Background: an optimization exercise with open tools, aiming at small area and a short achievable clock period. Do not read the settings as production practice. Function was checked by simulation only, so behaviour that the tests miss may differ from the original. Power is estimated from default activity; no workload was simulated.

==> flow/config.mk <==
export PLATFORM = sky130hd
export DESIGN_NAME = mul_issue_ctrl
export DESIGN_NICKNAME = mul_issue_ctrl
export VERILOG_FILES = /design/flow/design.v
export SDC_FILE = /design/flow/constraint.sdc
export NUM_CORES = 4
export LEC_CHECK = 0
export CAP_MARGIN = 20
export CORE_MARGIN = 2
export CORE_UTILIZATION = 40
export SLEW_MARGIN = 20
==> flow/constraint.sdc <==
create_clock -name core_clock -period 10.0 [get_ports {clk}]
set_input_delay 2.0000 -clock core_clock [delete_from_list [all_inputs] [get_ports {clk}]]
set_output_delay 2.0000 -clock core_clock [all_outputs]
set_load 0.01 [all_outputs]
==> flow/design.v <==
package m_extension;
   typedef enum logic [2:0] {
      F3_MUL    = 3'b000,
      F3_MULH   = 3'b001,
      F3_MULHSU = 3'b010,
      F3_MULHU  = 3'b011
   } m_funct3;
   typedef enum logic [1:0] {
      IDLE = 2'b00,
      BUSY = 2'b01,
      RESP = 2'b10
   } mul_ctrl_state_t;
   localparam int MUL_LAT_DEFAULT = 5;
endpackage
import m_extension::*;
module multiplier
#(
   parameter int MUL_LAT = m_extension::MUL_LAT_DEFAULT
) (
   input  logic        clk,
   input  logic        rst,
   input  logic        is_mul,
   input  logic [31:0] rs1_data,
   input  logic [31:0] rs2_data,
   input  m_extension::m_funct3     funct3,
   output logic        mul_done,
   output logic [31:0] mul_out
);
   function automatic logic [31:0] mul_select(input logic [31:0] a,
                                              input logic [31:0] b,
                                              input m_extension::m_funct3 f);
      logic signed [32:0] sa;
      logic signed [32:0] sb;
      logic signed [63:0] p;
      logic [31:0]        r;
      sa = signed'({((f == F3_MULH) || (f == F3_MULHSU)) ? a[31] : 1'b0, a});
      sb = signed'({(f == F3_MULH) ? b[31] : 1'b0, b});
      p  = sa * sb;
      case (f)
         F3_MUL:  r = p[31:0];
         default: r = p[63:32];
      endcase
      mul_select = r;
   endfunction
   localparam logic [7:0] LAST_CNT = 8'(MUL_LAT - 1);
   logic [7:0]  cnt_r;
   logic [31:0] mul_out_r;
   always_ff @(posedge clk) begin
      if (rst) begin
         cnt_r     <= 8'd0;
         mul_out_r <= 32'd0;
      end else if (!is_mul) begin
         cnt_r     <= 8'd0;
         mul_out_r <= mul_out_r;
      end else begin
         cnt_r     <= (cnt_r == LAST_CNT) ? cnt_r : cnt_r + 8'd1;
         mul_out_r <= mul_select(rs1_data, rs2_data, funct3);
      end
   end
   assign mul_done = is_mul && (cnt_r == LAST_CNT);
   assign mul_out  = mul_out_r;
endmodule
import m_extension::*;
module mul_issue_ctrl
#(
   parameter int MUL_LAT = m_extension::MUL_LAT_DEFAULT
) (
   input  logic        clk,
   input  logic        rst,
   input  logic        req_valid,
   output logic        req_ready,
   input  logic [31:0] req_rs1,
   input  logic [31:0] req_rs2,
   input  m_extension::m_funct3     req_funct3,
   input  logic        flush,
   output logic        resp_valid,
   output logic [31:0] resp_data,
   input  logic        resp_ready,
   output logic [15:0] hit_count
);
   function automatic logic op_match(input logic [31:0] rs1_a,
                                     input logic [31:0] rs2_a,
                                     input m_extension::m_funct3 f_a,
                                     input logic [31:0] rs1_b,
                                     input logic [31:0] rs2_b,
                                     input m_extension::m_funct3 f_b);
      op_match = (rs1_a == rs1_b) && (rs2_a == rs2_b) && (f_a == f_b);
   endfunction
   localparam logic [7:0] LAST_CNT = 8'(MUL_LAT - 1);
   m_extension::mul_ctrl_state_t state_r;
   m_extension::mul_ctrl_state_t next_state_s;
   logic [31:0] op_rs1_r;
   logic [31:0] op_rs2_r;
   m_extension::m_funct3     op_funct3_r;
   logic [31:0] result_r;
   logic [7:0]  busy_cnt_r;
   logic [31:0] last_rs1_r;
   logic [31:0] last_rs2_r;
   m_extension::m_funct3     last_funct3_r;
   logic [31:0] last_result_r;
   logic        last_valid_r;
   logic [15:0] hit_count_r;
   logic        proto_err;
   logic        req_ready_s;
   logic        accept_s;
   logic        hit_s;
   logic        complete_s;
   logic        is_mul;
   logic        mul_done;
   logic [31:0] mul_out;
   multiplier #(.MUL_LAT(MUL_LAT)) u_multiplier (
      .clk      (clk),
      .rst      (rst),
      .is_mul   (is_mul),
      .rs1_data (op_rs1_r),
      .rs2_data (op_rs2_r),
      .funct3   (op_funct3_r),
      .mul_done (mul_done),
      .mul_out  (mul_out)
   );
   always_ff @(posedge clk) begin
      if (rst) begin
         state_r <= IDLE;
      end else begin
         state_r <= next_state_s;
      end
   end
   always_comb begin
      req_ready_s  = ~flush & ((state_r == IDLE) | ((state_r == RESP) & resp_ready));
      accept_s     = req_valid & req_ready_s;
      hit_s        = accept_s & last_valid_r &
                     op_match(req_rs1, req_rs2, req_funct3,
                              last_rs1_r, last_rs2_r, last_funct3_r);
      complete_s   = ~flush & (state_r == BUSY) & mul_done;
      next_state_s = state_r;
      if (flush) begin
         next_state_s = IDLE;
      end else begin
         case (state_r)
            IDLE: begin
               if (accept_s) begin
                  next_state_s = hit_s ? RESP : BUSY;
               end else begin
                  next_state_s = IDLE;
               end
            end
            BUSY: begin
               if (mul_done) begin
                  next_state_s = RESP;
               end else begin
                  next_state_s = BUSY;
               end
            end
            RESP: begin
               if (accept_s) begin
                  next_state_s = hit_s ? RESP : BUSY;
               end else if (resp_ready) begin
                  next_state_s = IDLE;
               end else begin
                  next_state_s = RESP;
               end
            end
            default: next_state_s = IDLE;
         endcase
      end
   end
   always_ff @(posedge clk) begin
      if (rst) begin
         op_rs1_r      <= 32'd0;
         op_rs2_r      <= 32'd0;
         op_funct3_r   <= F3_MUL;
         result_r      <= 32'd0;
         busy_cnt_r    <= 8'd0;
         last_rs1_r    <= 32'd0;
         last_rs2_r    <= 32'd0;
         last_funct3_r <= F3_MUL;
         last_result_r <= 32'd0;
         last_valid_r  <= 1'b0;
         hit_count_r   <= 16'd0;
         proto_err     <= 1'b0;
      end else begin
         if (accept_s) begin
            op_rs1_r    <= req_rs1;
            op_rs2_r    <= req_rs2;
            op_funct3_r <= req_funct3;
            busy_cnt_r  <= 8'd0;
         end else if ((state_r == BUSY) && (busy_cnt_r != 8'hFF)) begin
            busy_cnt_r  <= busy_cnt_r + 8'd1;
         end
         if (hit_s) begin
            result_r <= last_result_r;
            if (hit_count_r != 16'hFFFF) begin
               hit_count_r <= hit_count_r + 16'd1;
            end
         end else if (complete_s) begin
            result_r      <= mul_out;
            last_rs1_r    <= op_rs1_r;
            last_rs2_r    <= op_rs2_r;
            last_funct3_r <= op_funct3_r;
            last_result_r <= mul_out;
            last_valid_r  <= 1'b1;
         end
         if (~flush && (state_r == BUSY) && (busy_cnt_r == LAST_CNT) && !mul_done) begin
            proto_err <= 1'b1;
         end
      end
   end
   assign is_mul     = (state_r == BUSY);
   assign req_ready  = req_ready_s;
   assign resp_valid = (state_r == RESP);
   assign resp_data  = result_r;
   assign hit_count  = hit_count_r;
endmodule
==> flow/run.sh <==
#!/bin/bash
# synth_recipe.tcl (not shown) runs the flow's synth.tcl, then flattens the netlist and writes it again
# the make line also repeats each setting of config.mk as NAME=value (left out here)
make -C /OpenROAD-flow-scripts/flow DESIGN_CONFIG=/design/flow/config.mk WORK_HOME=/design/flow/orfs CLKGATE_MAP_FILE= SYNTH_SCRIPT=/design/flow/synth_recipe.tcl finish
==> results.txt <==
## synth_stat cells (all sizes together), types with 17 or more instances
master  number  area (um2)
inv       1194        4480
nor3        32         160
clkbuf     352        1320
nand2     1218        4570
xor2        61         534
a21o        33         248
a31oi       52         332
o21ai       48         244
dfxtp      257        5140
nor2       115         432
nand4       23         144
nand3       35         175
ha         215        2690
and2       321        2010
a211oi      18         135
xnor2       65         569
nor2b       17         106
nand2b      17         106
fa        1125       22500
a21oi      235        1180
## power by group
part,leakage [nW],internal [mW],switching [mW]
Clock,0.439,0.591,0.479
Combinational,21.0,0.314,0.633
Sequential,2.08,1.04,0.0523
## flip-flops by register name (all words and copies together), names as in the netlist
signal                  flops
last_funct3_r               3
op_funct3_r                 3
last_rs2_r                 32
hit_count_r                16
last_rs1_r                 32
state_r                     2
last_result_r              32
u_multiplier.mul_out_r     32
last_valid_r                1
op_rs2_r                   32
result_r                   32
op_rs1_r                   32
u_multiplier.cnt_r          8
## routing by layer
| layer | routed length [um] | up-vias | global-route usage, % |
|---|---|---|---|
| met2 | 68900 | 1245 | 40.4 |
| met1 | 58700 | 18914 | 31.6 |
| met4 | 7420 | 6 | 10.5 |
| met5 | 44 | - | 0 |
| met3 | 11300 | 312 | 4.90 |
| li1 | - | 16242 | - |
## logic make-up after synthesis
| group | Yosys count |
|---|---|
| and+or+nand+nor | 1843 |
| muxes | 7 |
| xor gates and xnor gates | 126 |
| DFF | 257 |
| AOI/OAI and AO/OA | 476 |
| adders and majority gates | 1340 |
| buffers and inverters | 1553 |
## worst min-delay path, cell delays in order (launching register included)
cell,delay [ns]
dfxtp_1,0.31
nand2_1,0.05
a21oi_1,0.05
## final cells by class
cell class / instances / share of cell area (%)
multi-input cells: 3792 / 71.8
flip-flops and latches: 257 / 9.87
inverters: 1194 / 8.59
repair buffers: 237 / 4.14
well taps: 1612 / 3.87
clock buffers: 33 / 1.37
clock inverters: 14 / 0.350
diodes: 5 / 0.0240
## stage by stage
step           power [mW]  hold WS (ns)  utilization [%]
2_1_floorplan        1.65         0.436                -
3_3_place_gp         2.04         0.442             42.7
3_5_place_dp         2.05         0.447             42.7
4_1_cts              3.11         0.456             43.5
5_1_grt              3.26         0.469             43.5
6_report             3.11         0.455             43.5
## path summary, 6_finish.rpt
kind	from	end	slack, ns	cells after the start
worst max-delay path	op_rs1_r[23]	u_multiplier.mul_out_r[29]	1.01	25
worst min register to register	last_result_r[24]	last_result_r[24]	0.46	2
worst max register to register	op_rs1_r[23]	u_multiplier.mul_out_r[29]	1.01	25
worst min-delay path	last_result_r[24]	last_result_r[24]	0.46	2
==> flow_summary.json <==
{
  "async_reset_ff_share_pct": 0,
  "yosys_warnings": 2,
  "cts_sinks": 257,
  "multi_input_area_um2": 37500,
  "final_common_cell": "nand2_1",
  "synth_nets": 7014,
  "core_um2": 120000,
  "synthCells": 5602,
  "grt-ovfl-total": 0,
  "area_growth_pct": 7.79,
  "crit_path_max_incr_delay_ns": 1.00,
  "final_layout_size_suffix_gt1_share_pct": 3.33,
  "fmax_ghz": 0.111,
  "yosys.area_share.simple_pct": 16.9,
  "pin_count": 122,
  "vdd.ir_drop.worst_mv": 0.125,
  "root_buffer": "clkbuf_16",
  "cts_buffer_depth": 3,
  "p_leak_nw": 23.5,
  "grt_pass1_vias": 39197,
  "critPathMostFrequentCell": "fa_1",
  "end_kind": "flip-flop",
  "final_cell_mix": "nand2_1, inv_1, fa_1",
  "die_area_um2": 124000,
  "status": "timing/DRC/antenna clean",
  "clock_latency_ns": 0.59,
  "ctsHtreeMaxLevel": 1,
  "io_buffers": 121,
  "synth_flop_cell": "dfxtp_1",
  "start_util_pct": 40.4,
  "grt_antenna_before_repair": 7,
  "first_pass_iters": 6,
  "cts_buffers": 26,
  "cts.repair.resized": 0,
  "fin_area_um2": 52200,
  "grt_pass1_wl_mm": 230,
  "critPathLaunchType": "flip-flop",
  "nets": 6920,
  "wl_per_cell_um": 20.5,
  "crit_path_max_fanout": 12,
  "num_rows": 127,
  "synth-edff-count": 0,
  "synth_top_family_by_area": "adder cells",
  "grt_max_degree": 109,
  "finalCriticalPeriod_ns": 8.99,
  "fin_crit_sh_pct": 89.9,
  "p_per_area_nw_per_um2": 59.6,
  "fin_cells": 7144,
  "worst-endpoint-required_ns": 10.47,
  "viasPerCell": 5.14,
  "path_buf_inv": 6,
  "synthAdderAreaFrac_pct": 52.1,
  "post_cts_buffers": 0,
  "fillers": 11888,
  "die_h_um": 352,
  "synthDistinctLibCells": 72,
  "relSlewSlack_pct": 18.8,
  "vias": 36719,
  "synth_compound_area_share_pct": 5.95,
  "maxSlewViolCount": 0,
  "route.detailed.drc": 0,
  "critPathKind": "reg2reg",
  "avgSynthCellArea_um2": 8.64,
  "setup_viol_count_final": 0,
  "final.setup.worst_slack_ns": 1.01,
  "max_cap_viol_count": 0,
  "cp.arrival_ns": 9.46,
  "tns_ns": 0,
  "critPathTopFamily": "adder cells",
  "muxShareOfSynthArea_pct": 0.147,
  "grt_setup_unrepaired": "false",
  "hold_viol": 0,
  "dieWidth_um": 352,
  "synth_seq_cells": 257,
  "netlist_area_um2": 48400,
  "dpl.cell_count": 7092,
  "register_area_um2": 5150,
  "dp_hpwl_mm": 118,
  "clkTransAtPathRegs_ns": 0.07,
  "hp-class": "reg2reg",
  "tritoncts": "yes",
  "track_usage_pct": 24.6,
  "ys_seq_area_share_pct": 10.6,
  "postRouteAntennaNets": 0,
  "drt_wl_total_mm": 146,
  "worst_path_max_delay_cell": "dfxtp_1",
  "place.gp.congestion": 0.957,
  "place_ws_ns": 1.13,
  "fin_skew_ns": 0.0158,
  "worst_pin_slew_ns": 1.22,
  "dpl_cell_area_um2": 51300,
  "drtIter0Drc": 2525,
  "ctsHoldBuffers": 0,
  "yosys.area_share.xor_xnor_pct": 2.28
}

[re-timing with driven ports]
In the flow no input, the clock included, has a driving cell. The finished layout below was timed again as built, in two steps. Step 1 (the two cells are an assumption about what drives the block):
set clk [get_ports {clk}]
set_driving_cell -lib_cell sky130_fd_sc_hd__clkbuf_16 $clk
set_driving_cell -lib_cell sky130_fd_sc_hd__buf_2 [delete_from_list [all_inputs] $clk]
Step 2 also shifts input and output timing later by t, the mid clock arrival at the registers, as if the neighbouring blocks saw the same clock. Slacks: no drivers / after step 1 / after step 2; pairs: no drivers / after step 1.
t, ns: 0.619
slack for setup (ns): 1.009 / 1.009 / 1.009
worst register clock-pin slew, ns: 0.07 / 0.07
worst data-port slew with drivers (ns): 0.13
pins driven straight from the clock port: 1
After both steps this run still meets setup and hold. For this run, drivers alone change the setup slack by 0.000 ns; drivers and shift together by 0.000 ns.
